From an optimization exercise on the open Yosys and OpenROAD flow, aimed at small area and a short achievable clock period; shortcuts taken in it are not production practice. Only simulation tests tie the RTL to the original design; equivalence was not proved. Power is estimated from default activity; no workload was simulated.

`flow/flow/run.sh`:
```
#!/bin/bash
# The standard layout (the standard.sh, standard synthesis included) with one
# step added after global placement: flow/outplace.tcl moves each output port's
# buffer, the register driving it and the cell driving that register's D input
# next to the port's pin, and sets the captured-address registers (which fan out
# to every row of the array) to the strongest drive of their cell type; detailed
# placement then legalizes everything as usual.
set -euo pipefail
bash standard.sh POST_GLOBAL_PLACE_TCL="$PWD/flow/outplace.tcl" finish > standard.log 2>&1
```
`flow/flow/outplace.tcl`:
```
# Move each output port's driving buffer, the register feeding it, and the cell
# driving that register's D input next to the port's pin (legalized later).
set block [ord::get_db_block]
set core [$block getCoreArea]
set cx0 [expr {[$core xMin] + 4000}]; set cx1 [expr {[$core xMax] - 12000}]
set cy0 [expr {[$core yMin] + 4000}]; set cy1 [expr {[$core yMax] - 4000}]
proc clampv {v lo hi} { return [expr {$v < $lo ? $lo : ($v > $hi ? $hi : $v)}] }
proc driver_of {net} {
  if {$net eq "NULL"} { return "NULL" }
  foreach it [$net getITerms] { if {[$it isOutputSignal]} { return [$it getInst] } }
  return "NULL"
}
proc place_near {inst x y} {
  if {$inst eq "NULL"} return
  if {[$inst isFixed]} return
  $inst setLocation $x $y
  $inst setPlacementStatus PLACED
}
set moved 0
set keep {}
foreach bt [$block getBTerms] {
  if {[$bt getIoType] ne "OUTPUT"} continue
  set bp [lindex [$bt getBPins] 0]
  set bb [$bp getBBox]
  set px [clampv [expr {([$bb xMin] + [$bb xMax]) / 2}] $cx0 $cx1]
  set py [clampv [expr {([$bb yMin] + [$bb yMax]) / 2}] $cy0 $cy1]
  set buf [driver_of [$bt getNet]]
  if {$buf eq "NULL"} continue
  place_near $buf $px $py
  set bm [[$buf getMaster] getName]
  if {[string match "*dly*" $bm] || [string match "*buf_1" $bm]} {
    $buf swapMaster [[ord::get_db] findMaster sky130_fd_sc_hd__buf_4]
  }
  lappend keep $buf
  # the register (or cell) driving the buffer
  set a [lindex [$buf getITerms] 0]
  foreach it [$buf getITerms] { if {[$it isInputSignal]} { set a $it } }
  set ff [driver_of [$a getNet]]
  if {$ff eq "NULL" || ![[$ff getMaster] isSequential]} continue
  place_near $ff $px $py
  incr moved
  foreach it [$ff getITerms] {
    if {[[$it getMTerm] getName] eq "D"} {
      set dd [driver_of [$it getNet]]
      if {$dd ne "NULL" && ![[$dd getMaster] isSequential]} { place_near $dd $px $py }
    }
  }
}
# Connect the supply pins of any swapped cells, then keep the port buffers as they are.
global_connect
foreach buf $keep { $buf setDoNotTouch 1 }
puts "outplace: moved $moved output registers next to their pins"

# Strengthen the registers that fan the captured low address nibble out to the rows.
set up 0
set m4 [[ord::get_db] findMaster sky130_fd_sc_hd__dfxtp_4]
foreach inst [$block getInsts] {
  set n [$inst getName]
  if {([string match "lo_q*" $n] || [string match "lon_q*" $n] || [string match "hi_q*" $n]) && [[$inst getMaster] getName] eq "sky130_fd_sc_hd__dfxtp_1"} {
    $inst swapMaster $m4
    incr up
  }
}
puts "outplace: $up address registers set to dfxtp_4"
global_connect
```
`flow/standard.sh`:
```
#!/bin/bash
# synth_recipe.tcl (not shown) runs the flow's synth.tcl, then flattens the netlist and writes it again
# the make line also repeats each setting of config.mk as NAME=value (left out here)
make -C /OpenROAD-flow-scripts/flow DESIGN_CONFIG=/design/flow/config.mk WORK_HOME=/design/flow/orfs CLKGATE_MAP_FILE= SYNTH_SCRIPT=/design/flow/synth_recipe.tcl "${@:-finish}"
```
`flow/config.mk`:
```
export PLATFORM = sky130hd
export DESIGN_NAME = mem_unit_hs
export DESIGN_NICKNAME = mem_unit_hs
export VERILOG_FILES = /design/flow/design.v
export SDC_FILE = /design/flow/constraint.sdc
export NUM_CORES = 4
export LEC_CHECK = 0
export CAP_MARGIN = 30
export CORE_MARGIN = 2
export CORE_UTILIZATION = 80
export CTS_BUF_LIST = sky130_fd_sc_hd__clkbuf_4 sky130_fd_sc_hd__clkbuf_8 sky130_fd_sc_hd__clkbuf_16
export CTS_CLUSTER_DIAMETER = 80
export CTS_CLUSTER_SIZE = 27
export SETUP_SLACK_MARGIN = 1.9
export SLEW_MARGIN = 20
```
`flow/constraint.sdc`:
```
create_clock -name core_clock -period 4.0 [get_ports {clk}]
set_input_delay 0.8000 -clock core_clock [delete_from_list [all_inputs] [get_ports {clk}]]
set_output_delay 0.8000 -clock core_clock [all_outputs]
set_load 0.01 [all_outputs]
```
`flow/design.v`:
```
module mem_unit_hs_row #(
    parameter int word_size = 8
) (
    input  logic                 clk,
    input  logic                 rsel,     
    input  logic                 wseln,    
    input  logic                 wkeep,    
    input  logic [15:0]          lo,       
    input  logic [15:0]          lon,      
    input  logic [word_size-1:0] d,
    output logic [word_size-1:0] rd
);
    logic [word_size-1:0] mem [16];
    logic [15:0] we, hold;
    always_comb
        for (int k = 0; k < 16; k++) begin
            we[k]   = !(wseln || lon[k]);
            hold[k] = !(wkeep && lo[k]);
        end
    always_ff @(posedge clk)
        for (int k = 0; k < 16; k++)
            mem[k] <= (mem[k] & {word_size{hold[k]}}) | (d & {word_size{we[k]}});
    logic [word_size-1:0] sum;
    always_comb begin
        sum = '0;
        for (int k = 0; k < 16; k++) sum = sum | (mem[k] & {word_size{lo[k]}});
    end
    assign rd = sum & {word_size{rsel}};
endmodule
module mem_unit_hs #(
    parameter int word_size   = 8,
    parameter int addr_size   = 8,
    parameter int wait_states = 2
) (
    input  logic                 clk,
    input  logic                 rst,
    input  logic                 req,
    input  logic                 write,
    input  logic [addr_size-1:0] address,
    input  logic [word_size-1:0] data_in,
    output logic [word_size-1:0] data_out,
    output logic                 ready,
    output logic                 busy,
    output logic                 err
);
    localparam int ng = 8;             
    logic p1, p2, p3, rd3, idle;
    logic [15:0] wrow_n, wrow_k;
    logic wr_q;
    logic [15:0] lo_q [4];             
    logic [15:0] hi_q;
    logic [word_size-1:0] data_q;
    logic acc;
    assign acc = idle && req;
    assign err = 1'b0;
    always_ff @(posedge clk or posedge rst)
        if (rst) begin
            p1    <= 1'b0;
            p2    <= 1'b0;
            wrow_n <= '1;
            wrow_k <= '0;
            p3    <= 1'b0;
            rd3   <= 1'b0;
            busy  <= 1'b0;
            idle  <= 1'b1;
            ready <= 1'b0;
        end else begin
            p1    <= acc;
            p2    <= p1;
            for (int j = 0; j < 16; j++) begin
                wrow_n[j] <= !(hi_q[j] && p2 && wr_q);
                wrow_k[j] <= hi_q[j] && p2 && wr_q;
            end
            p3    <= p2;
            rd3   <= p2 && !wr_q;
            busy  <= acc || p1 || p2;
            idle  <= !(acc || p1 || p2);
            ready <= p3;
        end
    logic hold_in;
    logic [15:0] lo_dec, hi_dec;
    assign hold_in = p1 || p2 || p3;
    always_comb
        for (int k = 0; k < 16; k++) begin
            lo_dec[k] = address[3:0] == 4'(k);
            hi_dec[k] = address[7:4] == 4'(k);
        end
    logic [15:0] lon_q;
    always_ff @(posedge clk) begin
        wr_q   <= (wr_q & hold_in) | (write & idle);
        data_q <= (data_q & {word_size{hold_in}}) | (data_in & {word_size{idle}});
        for (int c = 0; c < 4; c++)
            lo_q[c] <= (lo_q[c] & {16{hold_in}}) | (lo_dec & {16{idle}});
        lon_q  <= (lon_q & {16{hold_in}}) | (~lo_dec & {16{idle}});
        hi_q   <= (hi_q & {16{hold_in}}) | (hi_dec & {16{idle}});
    end
    logic [word_size-1:0] row_rd [16];
    for (genvar j = 0; j < 16; j++) begin : g_row
        mem_unit_hs_row #(.word_size(word_size)) u_row (
            .clk  (clk),
            .rsel (hi_q[j]),
            .wseln(wrow_n[j]),
            .wkeep(wrow_k[j]),
            .lo   (lo_q[j/4]),
            .lon  (lon_q),
            .d    (data_q),
            .rd   (row_rd[j])
        );
    end
    logic [word_size-1:0] part [ng];
    logic [word_size-1:0] part_q [ng];
    always_comb
        for (int g = 0; g < ng; g++) begin
            part[g] = '0;
            for (int j = 0; j < 16/ng; j++) part[g] = part[g] | row_rd[g*(16/ng)+j];
        end
    always_ff @(posedge clk)
        for (int g = 0; g < ng; g++) part_q[g] <= part[g];
    logic [word_size-1:0] rd;
    always_comb begin
        rd = '0;
        for (int g = 0; g < ng; g++) rd = rd | part_q[g];
    end
    always_ff @(posedge clk or posedge rst)
        if (rst) data_out <= '0;
        else if (rd3) data_out <= rd;
endmodule
```
==> run_results.csv, run 1 <==
group,metric,value,unit
status,status,"complete, no violations",
hold_path,whs_path_depth,1,
pwr,ir_worst_vdd,0.00143,V
synth,ys_seq_area_share,56.8,%
global_route,met1_usage,64.5,%
global_route,overflow,0,
synth,synth.avg_cell_area,11.6,um^2
critical_path,critical_path_depth,1,
clock_tree,path_clk_slew,0.11,ns
critical_path,crit_arrival,1.34,ns
route,vias,64400,
global_route,grt_util_all_layers,46.6,%
clock_tree,htreeDepth,3,
final_layout,final_cell_mix,"a22o_1 (2649), dfxtp_1 (2113), a221oi_1 (511)",
synth,syn_inst,6909,
global_route,grt_use_met2,65.8,%
route,drc,0,
critical_path,slowest_delay,0.46,ns
sta,layout_setup_ws,1.86,ns
placement,dpl.hpwl,154000,um
critical_path,crit_required,3.20,ns
die,rows,116,
flow_run,max-cap-violations,0,
route,drtIter0Drc,10300,
clock_tree,worstSkewPairLatency,0.73,ns
final_layout,mostFrequentLayoutCell,"a22o_1",
synth,syn_nets,6929,
global_route,grt_util_met3,15.3,%
hold_path,worst_hold_path_type,"flip-flop to flip-flop",
synth,synth_area,80200,um^2
synth,yosysWarnings,10,
sta,worstMarginPinSlew,1.01,ns
final_layout,area_growth,4.61,%
pwr,power_density,636,nW/um^2
global_route,grt_pass1_wl,373000,um
final_layout,design_area,83900,um^2
die,die_width,321,um
clock_tree,clockBufferDepth,3,
global_route,grt_pass1_vias,59600,
critical_path,worst-r2r-cell-count,5,
clock_tree,clock_sinks,2264,
die,num_io_pins,31,
placement,dpl_worst_slack,1.34,ns
sta,fmax,467,MHz
sta,period_needed,2.14,ns
sta,grt_setup_unrepaired,"yes",
critical_path,r2r_slack,1.92,ns
critical_path,crit_chain,"buf_4",
final_layout,regArea,45900,um^2
global_route,antenna_found_initial,14,
sta,post-route-period-util,53.5,%
clock_tree,cts_made_buffers,93,
die,die_h,321,um
route,firstDrtPassIters,7,
clock_tree,cts_hold_buf,0,
critical_path,r2r-start,"lo_q[3][6]",
die,start_util,80.4,%
pwr,leakage,32.5,nW
synth,synth_seq_cells,2264,
route,wirelength,248000,um
route,routed_via_density,8.15,
route,wire_per_inst,31.4,um
clock_tree,clock_tree.root_cell,"clkbuf_16",
final_layout,multi_input_area,31700,um^2
route,ant_nets,0,
sta,clock_skew,0.0218,ns
final_layout,filler_cell_count,5546,
critical_path,crit_buf_inv,1,
clock_tree,cts_tree,"done",
critical_path,critPathKind,"flip-flop to primary output",
sta,slew_violations,0,
sta,setup-tns-final,0,ns
synth,synth_cell_type_count,32,
die,die_area,103000,um^2
sta,hold_viol,0,
critical_path,startpoint_type,"flip-flop",
die,core_area,99700,um^2
placement,postPlaceCellArea,81100,um^2
final_layout,fin_util,84.2,%
critical_path,cp-endpoint,"data_out[2]",
sta,maxSlewHeadroom,32.1,%
critical_path,r2r-end,"part_q[7][1]",
critical_path,crit_slowest_cell,"dfrtp_2",
placement,io_buffers,29,
global_route,grt.busiest_layer,"met2",
final_layout,layout.nets,6575,
global_route,grt_max_degree,135,
final_layout,drive_above_1_share,6.58,%
critical_path,crit_start,"data_out[2]",
critical_path,crit_path_max_fanout,2,
critical_path,crit_family,"flip-flops",
critical_path,endpoint_kind,"primary output",
sta,final-setup-viol-count,0,
## flip-flops by register name (all words and copies together) (netlist names)
register,cells
g_row.u_row.mem,2048
lo_q,64
part_q,64
hi_q,16
lon_q,16
wrow_k,16
wrow_n,16
data_out,8
data_q,8
busy,1
idle,1
p1,1
p2,1
p3,1
rd3,1
ready,1
wr_q,1
## synth_stat cells (all sizes together)
cell type / instances / area [um^2]
nand3: 8 / 40.0
buf: 276 / 1660
a31oi: 8 / 50.1
and2: 2 / 12.5
a21o: 64 / 480
a32o: 4 / 40.0
conb: 1 / 3.75
or3b: 1 / 8.76
or3: 2 / 12.5
nand2: 297 / 1110
a22o: 2649 / 23200
clkbuf: 350 / 1320
nand4: 129 / 807
o21ai: 9 / 45.0
dfrtp: 30 / 751
nor4: 16 / 100
nor2b: 5 / 31.3
nor3b: 1 / 7.51
dfstp: 17 / 447
dfxtp: 2217 / 44400
inv: 20 / 75.1
nor2: 278 / 1040
nand2b: 2 / 12.5
a221oi: 512 / 4480
nor3: 4 / 25.0
nand3b: 4 / 30.0
o31ai: 3 / 22.5
## timing repair
| item | 4_1_cts | 5_1_grt |
|---|---|---|
| resized for setup | 8 | 2 |
| gates cloned | 0 | 0 |
| endpoints found under the hold margin | 0 | 0 |
| buffers inserted | 8 | 2 |
| endpoints found under the setup margin | 8 | 33 |
## how the worst min path moves through the flow
stage	start	end	slack (ns)
2_1_floorplan	p3	ready	0.35
3_3_place_gp	p3	ready	0.36
3_5_place_dp	wr_q	rd3	0.43
4_1_cts	rst	data_out[5]	0.43
5_1_grt	rst	data_out[5]	0.44
6_report	wr_q	rd3	0.46
## final cells by class
cell class	instances	area share, %
Timing Repair Buffer	177	2.24
Multi-Input combinational cell	3999	37.8
Clock inverter	1	0.0358
Sequential cell	2264	54.8
Inverter	20	0.0895
Antenna cell	15	0.0447
Tap cell	1298	1.94
Clock buffer	124	3.13
## kinds of logic (layout without fill, tap and decap cells)
group                  Yosys count  in the layout  synth area share [%]
AOI/OAI and AO/OA             3249           3249                  35.3
DFF                           2264           2264                  56.8
buffers and inverters          646            322                  3.81
and+or+nand+nor                749            749                  4.05
other                            1             16               0.00468
## worst register-to-register path, cell delays in order, from the launching register on
cell and delay [ns]:
dfxtp_4 0.43, buf_4 0.28, a22o_1 0.27, a221oi_1 0.50, nand4_1 0.26, a22o_1 0.24
## layer usage
layer | wire (um) | vias to the layer above | part of all wire [%]
met5 | 302 | - | 0.12
met3 | 37400 | 955 | 15
met4 | 13600 | 24 | 5.5
met2 | 102000 | 5146 | 41
li1 | - | 27000 | -
met1 | 94400 | 31300 | 38
## power breakdown
part	internal (mW)	total [mW]	leakage (nW)	switching [mW]
registers	26.6	30.9	18.6	4.21
clock network	4.70	11.5	1.33	6.80
logic	4.27	11.0	12.6	6.73
## stage by stage
stage | power, mW | cells | hold WS, ns
finish | 53.3 | 7898 | 0.456
global route | 54.5 | 7884 | 0.441
CTS | 52.2 | 7879 | 0.429
detailed placement | 41.1 | 7746 | 0.429
global placement | 40.1 | 7722 | 0.365
floorplan | 36.0 | 6909 | 0.346
==> inputs of run 2 (changes only) <==
--- a/flow/design.v
+++ b/flow/design.v
@@ -85,13 +85,11 @@
             lo_dec[k] = address[3:0] == 4'(k);
             hi_dec[k] = address[7:4] == 4'(k);
         end
-    logic [15:0] lon_q;
     always_ff @(posedge clk) begin
         wr_q   <= (wr_q & hold_in) | (write & idle);
         data_q <= (data_q & {word_size{hold_in}}) | (data_in & {word_size{idle}});
         for (int c = 0; c < 4; c++)
             lo_q[c] <= (lo_q[c] & {16{hold_in}}) | (lo_dec & {16{idle}});
-        lon_q  <= (lon_q & {16{hold_in}}) | (~lo_dec & {16{idle}});
         hi_q   <= (hi_q & {16{hold_in}}) | (hi_dec & {16{idle}});
     end
     logic [word_size-1:0] row_rd [16];
@@ -102,7 +100,7 @@
             .wseln(wrow_n[j]),
             .wkeep(wrow_k[j]),
             .lo   (lo_q[j/4]),
-            .lon  (lon_q),
+            .lon  (~lo_q[j/4]),
             .d    (data_q),
             .rd   (row_rd[j])
         );
==> run 2 against run 1 <==
Against the previous run:
- cell count fell by 1.2%
- clock skew rose by 0.011 ns
- sequential power fell by about 20%
- clock power barely moved
- highest routed layer unchanged
- still clean
- routed wire length fell by 6.7%
==> run_results.csv, run 2 <==
group,metric,value,unit
synth,synth.avg_cell_area,11.6,um^2
clock_tree,clock_sinks,2248,
synth,synth_cell_type_count,33,
die,num_io_pins,31,
synth,synth_area,80900,um^2
final_layout,fin_cells,7801,
critical_path,critPathKind,"flip-flop to flip-flop",
sta,whs,0.468,ns
route,vias,62600,
placement,io_buffers,29,
pwr,total_power,39.6,mW
synth,synth-edff-count,0,
route,wire_per_inst,29.6,um
route,wirelength,231000,um
synth,yosysMostFrequentCell,"a22o_1",
critical_path,crit_arrival,2.79,ns
critical_path,startpoint_type,"flip-flop",
route,drc,0,
synth,synthArstFlopShare,2.09,%
sta,slew_violations,0,
status,status,"complete, no violations",
die,die_h,322,um
placement,dpl.cell_count,7644,
global_route,overflow,0,
clock_tree,worstSkewPairLatency,0.73,ns
global_route,grt_util_all_layers,42.7,%
synth,synth_common_cells,"a22o_1 (2633), dfxtp_1 (2201), a221oi_1 (509), buf_2 (339), clkbuf_1 (293)",
final_layout,layout.nets,6486,
critical_path,crit_required,4.62,ns
final_layout,mostFrequentLayoutCell,"a22o_1",
route,drtIter0Drc,10200,
route,routedLengthMet1,91900,um
clock_tree,clock_tree.root_cell,"clkbuf_16",
synth,yosysWarnings,10,
synth,synth_area_leaders,"dfxtp_1 (54%), a22o_1 (29%), a221oi_1 (5.5%)",
critical_path,crit_path_max_fanout,40,
route,dr_wl_met2,98000,um
final_layout,largest_register,"g_row.u_row.mem",
synth,synth_adder_area_share,0,%
clock_tree,cts_hold_buf,0,
global_route,grt_pass1_wl,349000,um
pwr,power_density,472,nW/um^2
final_layout,largest_register_ffs,2048,
placement,dpl.hpwl,148000,um
sta,final-setup-viol-count,0,
route,firstDrtPassIters,7,
final_layout,reg_top3,"g_row.u_row.mem x2048, lo_q x64, part_q x64",
critical_path,endpoint_kind,"flip-flop",
synth,synth-simple-area-share,3.69,%
route,top_layer,"met5",
synth,synth_flop_cell,"dfxtp_1",
sta,clock_skew,0.0328,ns
sta,fmax,462,MHz
route,ant_nets,0,
pwr,ir_worst_vdd,0.000509,V
synth,syn_inst,6944,
synth,ys_seq_area_share,56.0,%
clock_tree,clockBufferDepth,3,
hold_path,worst_hold_path_type,"input pin to async pin",
synth,synth_top_family_by_area,"compound AO/OA/AOI/OAI gates",
sta,post-route-period-util,54.1,%
sta,period_needed,2.16,ns
pwr,leakage,32.0,nW
synth,syn_nets,6964,
final_layout,area_growth,3.68,%
global_route,grt_max_degree,90,
sta,grt_setup_unrepaired,"yes",
clock_tree,cts_tree,"done",
synth,synth_compound_area_share,34.9,%
synth,synth_seq_cells,2248,
sta,hold_viol,0,
route,routed_via_density,8.03,
synth,synth_xor_area_share,0,%
final_layout,drive_above_1_share,8.79,%
flow_run,max-cap-violations,0,
sta,worstMarginPinSlew,1.08,ns
clock_tree,path_clk_slew,0.11,ns
final_layout,filler_cell_count,5568,
synth,synthMuxAreaShare,0,%
synth,netlist.top_cell.by_area,"dfxtp_1",
die,start_util,80.8,%
die,core_area,100000,um^2
clock_tree,htreeDepth,3,
global_route,antenna_found_initial,19,
sta,setup-tns-final,0,ns
global_route,grt_pass1_vias,57200,
final_layout,final_cell_mix,"a22o_1 (2632), dfxtp_1 (2118), a221oi_1 (468)",
die,rows,116,
route,wl_met3,31800,um
clock_tree,cts_made_buffers,93,
sta,maxSlewHeadroom,27.2,%
synth,synth.top_cell.area_share,54.5,%
die,die_width,322,um
die,die_area,104000,um^2
==> run 2: changes by cell type after synthesis, moves of 16 or more <==
| cell | change |
|---|---|
| nor2_1 | -258 |
| buf_2 | +177 |
| nor2b_1 | +124 |
| clkbuf_2 | +71 |
| clkbuf_1 | -56 |
| buf_6 | +30 |
| a22o_1 | -16 |
| dfxtp_1 | -16 |
==> run 2: critical path, stage by stage (launching register included) <==
cell and delay (ns):
dfxtp_4 0.51, buf_4 0.29, a221oi_1 0.50, nand4_1 0.39, a22o_1 0.34
==> run 2: kinds of logic after synthesis <==
kind of cell | Yosys count
other | 1
and+or+nand+nor | 599
AOI/OAI and AO/OA | 3233
buffers and inverters | 863
DFF | 2248
==> run 2: timing repair <==
action,CTS,global route
setup endpoints to repair,267,162
resized for setup,56,54
gates cloned,0,0
buffers inserted,8,9
pin swaps,4,4
==> run 2: area by class of cell <==
cell class	instances	area (um^2)	share of cell area, %
sequential	2248	45500	54.3
multi-input combinational	3833	31600	37.7
clock buffer	123	2620	3.13
timing repair buffer	270	2350	2.81
tap	1298	1620	1.94
inverter	20	75.1	0.0895
clock inverter	1	20.0	0.0239
antenna	8	20.0	0.0239
==> run 2: stage by stage <==
step           setup slack, ns  instance area [um^2]  util (%)
6_report                  1.84                 83900      83.7
5_1_grt                   1.87                 83800      83.7
4_1_cts                   1.88                 83300      83.2
3_5_place_dp              1.49                 80400      80.3
3_3_place_gp              1.38                 80000      79.9
2_1_floorplan             2.11                 80900         -
==> run 2: report_power, final <==
group	switching [mW]	internal, mW	leakage (nW)
combinational	2.06	1.31	12.3
clock	6.78	4.64	1.32
sequential	1.52	23.3	18.4
==> run 2: routing by layer <==
layer / GRT usage [%] / vias to the layer above
li1: - / 26500
met1: 62.1 / 30900
met2: 61.3 / 4508
met3: 11.1 / 751
met4: 15.4 / 22
met5: 0.0473 / -
==> run 2: final timing paths <==
kind,start,depth (start not counted),slack [ns],endpoint
worst max register to register,lo_q[2][7],4,1.84,part_q[5][7]
worst min register to register,wr_q,1,0.47,rd3
worst max-delay path,lo_q[2][7],4,1.84,part_q[5][7]
worst min-delay path,rst,2,0.47,wrow_k[7]
min in group core_clock,wr_q,1,0.47,rd3
max in group asynchronous,rst,4,2.69,wrow_n[8]

re-timing with driven ports:
The flow's constraints put no driver on any port. The routed layouts listed below were extracted and timed again, unchanged, in two steps.
Step 1: set_driving_cell puts a clkbuf_16 on clk and a buf_2 on each other input, an assumption about the parent block.
Step 2, shift: input delay + t, output delay - t, t = (earliest + latest rising clock arrival at the registers) / 2. This alone moves slack from input paths to output paths.
a / b / c = no drivers / after step 1 / after step 2; a / b = the first two.
| run | shift t [ns] | setup slack, ns | worst hold slack (ns) |
|---|---|---|---|
| run 1 | 0.799 | 1.861 / 1.786 / 1.187 | 0.456 / 0.456 / 0.456 |
| run 2 | 0.793 | 1.837 / 1.825 / 1.275 | 0.468 / 0.413 / 0.473 |
After both steps setup and hold are still met in every run listed. The setup slack of run 1, which loses most, moves by -0.075 ns with the drivers and by -0.674 ns with both steps.
